This is an optimization exercise on Yosys and OpenROAD, whose aim is small area, a short achievable clock period and few clock cycles per item, not a production implementation.
Where RTL was checked, it was by simulation tests only, not by an equivalence proof against the original.
Power figures rest on the tool's default switching activity, not on a simulated workload.

==> flow/design.v <==
package apb4_sram_pkg;
  typedef enum logic [1:0] {
    ST_IDLE   = 2'd0,
    ST_SETUP  = 2'd1,
    ST_WAIT   = 2'd2,
    ST_ACCESS = 2'd3
  } apb_state_e;
  localparam int DEF_ADDR_W      = 32;
  localparam int DEF_DATA_W      = 32;
  localparam int DEF_DEPTH       = 64;
  localparam int DEF_WAIT_CYCLES = 2;
  localparam int WAIT_CYCLES_MAX = 15;
  localparam int CNT_W           = 4;
  function automatic logic [CNT_W-1:0] wait_load(input int cycles);
    if (cycles > WAIT_CYCLES_MAX) begin
      wait_load = CNT_W'(WAIT_CYCLES_MAX);
    end else if (cycles < 0) begin
      wait_load = {CNT_W{1'b0}};
    end else begin
      wait_load = CNT_W'(cycles);
    end
  endfunction
endpackage
module apb4_sram_mem
#(
  parameter int DATA_W = apb4_sram_pkg::DEF_DATA_W,
  parameter int DEPTH  = apb4_sram_pkg::DEF_DEPTH,
  parameter int AW     = 6
) (
  input  logic                clk,
  input  logic                rst_n,
  input  logic [AW-1:0]       addr,
  input  logic                wstart,
  input  logic [DATA_W/8-1:0] be,
  input  logic [DATA_W-1:0]   wdata,
  input  logic                re,
  output logic [DATA_W-1:0]   rdata
);
  localparam int BYTES = DATA_W / 8;
  localparam int GRP   = 8;
  localparam int NGRP  = DEPTH / GRP;
  logic [DEPTH-1:0][DATA_W-1:0] mem_r;
  logic [GRP-1:0]  sel_lo;
  logic [NGRP-1:0] sel_hi;
  always_comb begin
    for (int i = 0; i < GRP; i++) begin
      sel_lo[i] = (addr[2:0] == 3'(i));
    end
    for (int i = 0; i < NGRP; i++) begin
      sel_hi[i] = (addr[AW-1:3] == (AW-3)'(i));
    end
  end
  logic [GRP-1:0]  wsel_lo_r;
  logic [NGRP-1:0] wsel_hi_r;
  always_ff @(posedge clk or negedge rst_n) begin
    if (!rst_n) begin
      wsel_hi_r <= {NGRP{1'b0}};
    end else begin
      wsel_hi_r <= wstart ? sel_hi : {NGRP{1'b0}};
    end
  end
  always_ff @(posedge clk) begin
    wsel_lo_r <= sel_lo;
  end
  logic [DEPTH-1:0][BYTES-1:0] wen;
  for (genvar w = 0; w < DEPTH; w++) begin : g_wen
    for (genvar b = 0; b < BYTES; b++) begin : g_byte
      apb4_sram_and3 u_wen (
        .a (wsel_hi_r[w / GRP]),
        .b (wsel_lo_r[w % GRP]),
        .c (be[b]),
        .y (wen[w][b])
      );
    end
  end
  always_ff @(posedge clk) begin
    for (int w = 0; w < DEPTH; w++) begin
      for (int b = 0; b < BYTES; b++) begin
        if (wen[w][b]) begin
          mem_r[w][b*8 +: 8] <= wdata[b*8 +: 8];
        end
      end
    end
  end
  for (genvar l = 0; l < BYTES; l++) begin : g_rlane
    logic [GRP-1:0]  rsel_lo;
    logic [NGRP-1:0] rsel_hi;
    apb4_sram_rdec u_dec (.addr (addr), .re (re), .lo (rsel_lo), .hi (rsel_hi));
    for (genvar i = 0; i < 8; i++) begin : g_rbit
      localparam int B = l*8 + i;
      logic [NGRP-1:0] grp;
      for (genvar g = 0; g < NGRP; g++) begin : g_grp
        logic [GRP-1:0] col;
        for (genvar k = 0; k < GRP; k++) begin : g_col
          assign col[k] = mem_r[g*GRP + k][B];
        end
        apb4_sram_andor8 u_lo (.a (col), .s (rsel_lo), .y (grp[g]));
      end
      apb4_sram_andor8 u_hi (.a (grp), .s (rsel_hi), .y (rdata[B]));
    end
  end
endmodule
module apb4_sram_andor8 (
  input  logic [7:0] a,
  input  logic [7:0] s,
  output logic       y
);
  assign y = |(a & s);
endmodule
module apb4_sram_and3 (
  input  logic a,
  input  logic b,
  input  logic c,
  output logic y
);
  assign y = a && b && c;
endmodule
module apb4_sram_rdec (
  input  logic [5:0] addr,
  input  logic       re,
  output logic [7:0] lo,
  output logic [7:0] hi
);
  always_comb begin
    for (int i = 0; i < 8; i++) begin
      lo[i] = (addr[2:0] == 3'(i));
      hi[i] = re && (addr[5:3] == 3'(i));
    end
  end
endmodule
module apb4_sram_slave
#(
  parameter int ADDR_W      = apb4_sram_pkg::DEF_ADDR_W,
  parameter int DATA_W      = apb4_sram_pkg::DEF_DATA_W,
  parameter int DEPTH       = apb4_sram_pkg::DEF_DEPTH,
  parameter int WAIT_CYCLES = 0
) (
  input  logic                pclk,
  input  logic                presetn,
  input  logic                psel,
  input  logic                penable,
  input  logic                pwrite,
  input  logic [ADDR_W-1:0]   paddr,
  input  logic [DATA_W-1:0]   pwdata,
  input  logic [DATA_W/8-1:0] pstrb,
  output logic [DATA_W-1:0]   prdata,
  output logic                pready,
  output logic                pslverr
);
  localparam int BYTES  = DATA_W / 8;
  localparam int OFF_W  = $clog2(BYTES);
  localparam int MEM_AW = (DEPTH > 1) ? $clog2(DEPTH) : 1;
  logic              pready_r;
  logic              pslverr_r;
  logic [DATA_W-1:0] prdata_r;
  logic [ADDR_W-1:0] word_idx_s;
  logic              err_s;
  logic              setup_s;
  logic [BYTES-1:0]  be_s;
  logic [DATA_W-1:0] mem_rdata_s;
  always_comb begin
    word_idx_s = paddr >> OFF_W;
    err_s      = ((paddr & ADDR_W'(BYTES - 1)) != {ADDR_W{1'b0}}) ||
                 (word_idx_s >= ADDR_W'(DEPTH));
  end
  always_comb begin
    be_s = pstrb;
  end
  assign setup_s = psel && !penable && !pready_r;
  always_ff @(posedge pclk or negedge presetn) begin
    if (!presetn) begin
      pready_r  <= 1'b0;
      pslverr_r <= 1'b0;
    end else begin
      pready_r  <= setup_s;
      pslverr_r <= setup_s && err_s;
    end
  end
  always_ff @(posedge pclk) begin
    prdata_r <= mem_rdata_s;
  end
  apb4_sram_mem #(
    .DATA_W (DATA_W),
    .DEPTH  (DEPTH),
    .AW     (MEM_AW)
  ) u_mem (
    .clk    (pclk),
    .rst_n  (presetn),
    .addr   (word_idx_s[MEM_AW-1:0]),
    .wstart (setup_s && pwrite && !err_s),
    .be     (be_s),
    .wdata  (pwdata),
    .re     (!err_s),
    .rdata  (mem_rdata_s)
  );
  assign prdata  = prdata_r;
  assign pready  = pready_r;
  assign pslverr = pslverr_r;
endmodule
==> flow/config.mk <==
export PLATFORM = sky130hd
export DESIGN_NAME = apb4_sram_slave
export DESIGN_NICKNAME = apb4_sram_slave
export VERILOG_FILES = /design/flow/design.v
export SDC_FILE = /design/flow/constraint.sdc
export NUM_CORES = 4
export LEC_CHECK = 0
export CAP_MARGIN = 20
export CORE_MARGIN = 2
export CORE_UTILIZATION = 70
export CTS_CLUSTER_DIAMETER = 100
export CTS_CLUSTER_SIZE = 30
export PLACE_DENSITY = 0.78
export SETUP_SLACK_MARGIN = 1.65
export SLEW_MARGIN = 20
export SYNTH_HIERARCHICAL = 1
export SYNTH_MINIMUM_KEEP_SIZE = 0
==> flow/constraint.sdc <==
create_clock -name core_clock -period 3.3 [get_ports {pclk}]
set_input_delay 0.6600 -clock core_clock [delete_from_list [all_inputs] [get_ports {pclk}]]
set_output_delay 0.6600 -clock core_clock [all_outputs]
set_load 0.01 [all_outputs]
run.sh (not shown) runs the stock make flow with config.mk's settings and CLKGATE_MAP_FILE= SYNTH_SCRIPT=/design/flow/synth_recipe.tcl, a recipe that flattens the netlist after the stock synthesis.
The baseline finished with timing, DRC and antenna clean.
Change:
--- a/flow/design.v
+++ b/flow/design.v
@@ -61,15 +61,24 @@
   end
   always_ff @(posedge clk) begin
     wsel_lo_r <= sel_lo;
   end
+  logic [NGRP-1:0]          wsel_hi_n;
+  logic [GRP-1:0][BYTES-1:0] wsel_lob_n;
   logic [DEPTH-1:0][BYTES-1:0] wen;
+  always_comb begin
+    wsel_hi_n = ~wsel_hi_r;
+    for (int i = 0; i < GRP; i++) begin
+      for (int b = 0; b < BYTES; b++) begin
+        wsel_lob_n[i][b] = !(wsel_lo_r[i] && be[b]);
+      end
+    end
+  end
   for (genvar w = 0; w < DEPTH; w++) begin : g_wen
     for (genvar b = 0; b < BYTES; b++) begin : g_byte
-      apb4_sram_and3 u_wen (
-        .a (wsel_hi_r[w / GRP]),
-        .b (wsel_lo_r[w % GRP]),
-        .c (be[b]),
+      apb4_sram_nor2 u_wen (
+        .a (wsel_hi_n[w / GRP]),
+        .b (wsel_lob_n[w % GRP][b]),
         .y (wen[w][b])
       );
     end
   end
@@ -106,15 +115,14 @@
   output logic       y
 );
   assign y = |(a & s);
 endmodule
-module apb4_sram_and3 (
+module apb4_sram_nor2 (
   input  logic a,
   input  logic b,
-  input  logic c,
   output logic y
 );
-  assign y = a && b && c;
+  assign y = !(a || b);
 endmodule
 module apb4_sram_rdec (
   input  logic [5:0] addr,
   input  logic       re,
Clock skew fell by 8.1 ps. Cell area is higher slightly. Setup slack is better by 51 ps. Die area went down slightly. Power barely changes. Via count rose slightly. Sequential share of layout area shrinks by 1.1 points. Maximum frequency climbs by a few percent. Non-clock buffer count rises by 119. Flip-flop and latch count does not change.
Testbench counts after the change, summed over its fixed seeds: cycles 80,000, transfers 40,000.
Function not checked in the first run of this note: the RTL went through the layout flow alone.

========
before:
apb4_sram_slave, a different RTL version from the one above (not shown whole).
For scale: about 3900 cells after synthesis, about 2100 flip-flops, roughly 75000 um2 of cells after synthesis.
==> module apb4_sram_mem, before the edit <==
module apb4_sram_mem
#(
  parameter int DATA_W = apb4_sram_pkg::DEF_DATA_W,
  parameter int DEPTH  = apb4_sram_pkg::DEF_DEPTH,
  parameter int AW     = 6
) (
  input  logic                clk,
  input  logic                rst_n,
  input  logic [AW-1:0]       addr,
  input  logic                wstart,
  input  logic [DATA_W/8-1:0] be,
  input  logic [DATA_W-1:0]   wdata,
  input  logic                re,
  output logic [DATA_W-1:0]   rdata
);
  localparam int BYTES = DATA_W / 8;
  localparam int GRP   = 8;
  localparam int NGRP  = DEPTH / GRP;
  logic [DEPTH-1:0][DATA_W-1:0] mem_r;
  logic [GRP-1:0]  sel_lo;
  logic [NGRP-1:0] sel_hi;
  always_comb begin
    for (int i = 0; i < GRP; i++) begin
      sel_lo[i] = (addr[2:0] == 3'(i));
    end
    for (int i = 0; i < NGRP; i++) begin
      sel_hi[i] = (addr[AW-1:3] == (AW-3)'(i));
    end
  end
  logic [GRP-1:0]  wsel_lo_r;
  logic [NGRP-1:0] wsel_hi_r;
  always_ff @(posedge clk or negedge rst_n) begin
    if (!rst_n) begin
      wsel_hi_r <= {NGRP{1'b0}};
    end else begin
      wsel_hi_r <= wstart ? sel_hi : {NGRP{1'b0}};
    end
  end
  always_ff @(posedge clk) begin
    wsel_lo_r <= sel_lo;
  end
  logic [DEPTH-1:0][BYTES-1:0] wen;
  for (genvar w = 0; w < DEPTH; w++) begin : g_wen
    for (genvar b = 0; b < BYTES; b++) begin : g_byte
      apb4_sram_and3 u_wen (
        .a (wsel_hi_r[w / GRP]),
        .b (wsel_lo_r[w % GRP]),
        .c (be[b]),
        .y (wen[w][b])
      );
    end
  end
  always_ff @(posedge clk) begin
    for (int w = 0; w < DEPTH; w++) begin
      for (int b = 0; b < BYTES; b++) begin
        if (wen[w][b]) begin
          mem_r[w][b*8 +: 8] <= wdata[b*8 +: 8];
        end
      end
    end
  end
  for (genvar l = 0; l < BYTES; l++) begin : g_rlane
    logic [GRP-1:0]  rsel_lo;
    logic [NGRP-1:0] rsel_hi;
    apb4_sram_rdec u_dec (.addr (addr), .re (re), .lo (rsel_lo), .hi (rsel_hi));
    for (genvar i = 0; i < 8; i++) begin : g_rbit
      localparam int B = l*8 + i;
      logic [NGRP-1:0] grp;
      for (genvar g = 0; g < NGRP; g++) begin : g_grp
        logic [GRP-1:0] col;
        for (genvar k = 0; k < GRP; k++) begin : g_col
          assign col[k] = mem_r[g*GRP + k][B];
        end
        apb4_sram_andor8 u_lo (.a (col), .s (rsel_lo), .y (grp[g]));
      end
      apb4_sram_andor8 u_hi (.a (grp), .s (rsel_hi), .y (rdata[B]));
    end
  end
endmodule
==> module apb4_sram_slave, before the edit <==
module apb4_sram_slave
#(
  parameter int ADDR_W      = apb4_sram_pkg::DEF_ADDR_W,
  parameter int DATA_W      = apb4_sram_pkg::DEF_DATA_W,
  parameter int DEPTH       = apb4_sram_pkg::DEF_DEPTH,
  parameter int WAIT_CYCLES = 0
) (
  input  logic                pclk,
  input  logic                presetn,
  input  logic                psel,
  input  logic                penable,
  input  logic                pwrite,
  input  logic [ADDR_W-1:0]   paddr,
  input  logic [DATA_W-1:0]   pwdata,
  input  logic [DATA_W/8-1:0] pstrb,
  output logic [DATA_W-1:0]   prdata,
  output logic                pready,
  output logic                pslverr
);
  localparam int BYTES  = DATA_W / 8;
  localparam int OFF_W  = $clog2(BYTES);
  localparam int MEM_AW = (DEPTH > 1) ? $clog2(DEPTH) : 1;
  logic              pready_r;
  logic              pslverr_r;
  logic [DATA_W-1:0] prdata_r;
  logic [ADDR_W-1:0] word_idx_s;
  logic              err_s;
  logic              setup_s;
  logic [BYTES-1:0]  be_s;
  logic [DATA_W-1:0] mem_rdata_s;
  logic addr_ok_s;
  assign word_idx_s = paddr >> OFF_W;
  apb4_sram_addr_ok #(
    .ADDR_W (ADDR_W),
    .OFF_W  (OFF_W),
    .IDX_W  (MEM_AW)
  ) u_addr_ok (
    .addr (paddr),
    .ok   (addr_ok_s)
  );
  assign err_s = !addr_ok_s;
  always_comb begin
    be_s = pstrb;
  end
  assign setup_s = psel && !penable && !pready_r;
  always_ff @(posedge pclk or negedge presetn) begin
    if (!presetn) begin
      pready_r  <= 1'b0;
      pslverr_r <= 1'b0;
    end else begin
      pready_r  <= setup_s;
      pslverr_r <= setup_s && err_s;
    end
  end
  always_ff @(posedge pclk) begin
    prdata_r <= mem_rdata_s;
  end
  apb4_sram_mem #(
    .DATA_W (DATA_W),
    .DEPTH  (DEPTH),
    .AW     (MEM_AW)
  ) u_mem (
    .clk    (pclk),
    .rst_n  (presetn),
    .addr   (word_idx_s[MEM_AW-1:0]),
    .wstart (setup_s && pwrite && !err_s),
    .be     (be_s),
    .wdata  (pwdata),
    .re     (!err_s),
    .rdata  (mem_rdata_s)
  );
  assign prdata  = prdata_r;
  assign pready  = pready_r;
  assign pslverr = pslverr_r;
endmodule
clock: 3.3 ns
lec_check: 0
cap_margin: 20
core_margin: 2
core_utilization: 70
cts_cluster_diameter: 100
cts_cluster_size: 30
place_density: 0.78
setup_slack_margin: 1.65
slew_margin: 20
synth_hierarchical: 1
synth_minimum_keep_size: 0
Testbench counts of before, summed over its fixed seeds: cycles 80,000, transfers 40,000.
### before -> after
--- a/flow/design.v
+++ b/flow/design.v
@@ -34,5 +34,5 @@
   input  logic [DATA_W/8-1:0] be,
   input  logic [DATA_W-1:0]   wdata,
-  input  logic                re,
+  input  logic [DATA_W/8-1:0] re,
   output logic [DATA_W-1:0]   rdata
 );
@@ -86,5 +86,5 @@
     logic [GRP-1:0]  rsel_lo;
     logic [NGRP-1:0] rsel_hi;
-    apb4_sram_rdec u_dec (.addr (addr), .re (re), .lo (rsel_lo), .hi (rsel_hi));
+    apb4_sram_rdec u_dec (.addr (addr), .re (re[l]), .lo (rsel_lo), .hi (rsel_hi));
     for (genvar i = 0; i < 8; i++) begin : g_rbit
       localparam int B = l*8 + i;
@@ -170,4 +170,15 @@
   );
   assign err_s = !addr_ok_s;
+  logic [BYTES-1:0] lane_ok_s;
+  for (genvar l = 0; l < BYTES; l++) begin : g_lane_ok
+    apb4_sram_addr_ok #(
+      .ADDR_W (ADDR_W),
+      .OFF_W  (OFF_W),
+      .IDX_W  (MEM_AW)
+    ) u_addr_ok (
+      .addr (paddr),
+      .ok   (lane_ok_s[l])
+    );
+  end
   always_comb begin
     be_s = pstrb;
@@ -197,5 +208,5 @@
     .be     (be_s),
     .wdata  (pwdata),
-    .re     (!err_s),
+    .re     (lane_ok_s),
     .rdata  (mem_rdata_s)
   );
==> run summary <==
- On after: proportion of final cell area spent on non-clock buffers is 1.1 points higher than what before gave.
- before has lower data arrival time of the critical path than after.
- after reached the end of the flow, and the finished layout is clean on the timing, design-rule and antenna checks.
- Delta (after minus before): count of plain and timing-repair buffers in the layout +about 20%, ratio of cells with drive above 1 in the final layout has increased, post-layout worst setup margin now sits lower.
- after ended up with a higher post-route fraction of the period consumed by the critical path than before did.
- The final period demand of the worst path in after was higher than what before gave.
For after, only the layout was checked, not whether the RTL still works.

## afterwards: timing with drivers on the ports
Ports are ideal in the flow. The routed layouts listed here were re-timed in OpenROAD. Step 1 assumes that a clkbuf_16 drives the clock port and a buf_2 every other input. Step 2 times the ports against the registers' clock, not the clock port: input delays grow and output delays shrink by t, the midpoint of the rising clock arrivals with the driver on. Three values: ideal ports, drivers, drivers and shift; two values: the first two.
| run | t (ns) | setup slack, ns | pins driven straight from the clock port |
|---|---|---|---|
| the first run of note 1 | 0.784 | 1.331 / 1.250 / 0.466 | 1 |
| the second run of note 1 | 0.776 | 1.382 / 1.314 / 0.615 | 1 |
| before | 0.766 | 1.373 / 1.352 / 0.628 | 1 |
| after | 0.782 | 1.244 / 1.199 / 0.457 | 1 |
After both steps setup and hold are still met in every run listed. The setup slack of the first run of note 1, which loses most, moves by -0.081 ns with the drivers and by -0.865 ns with both steps.
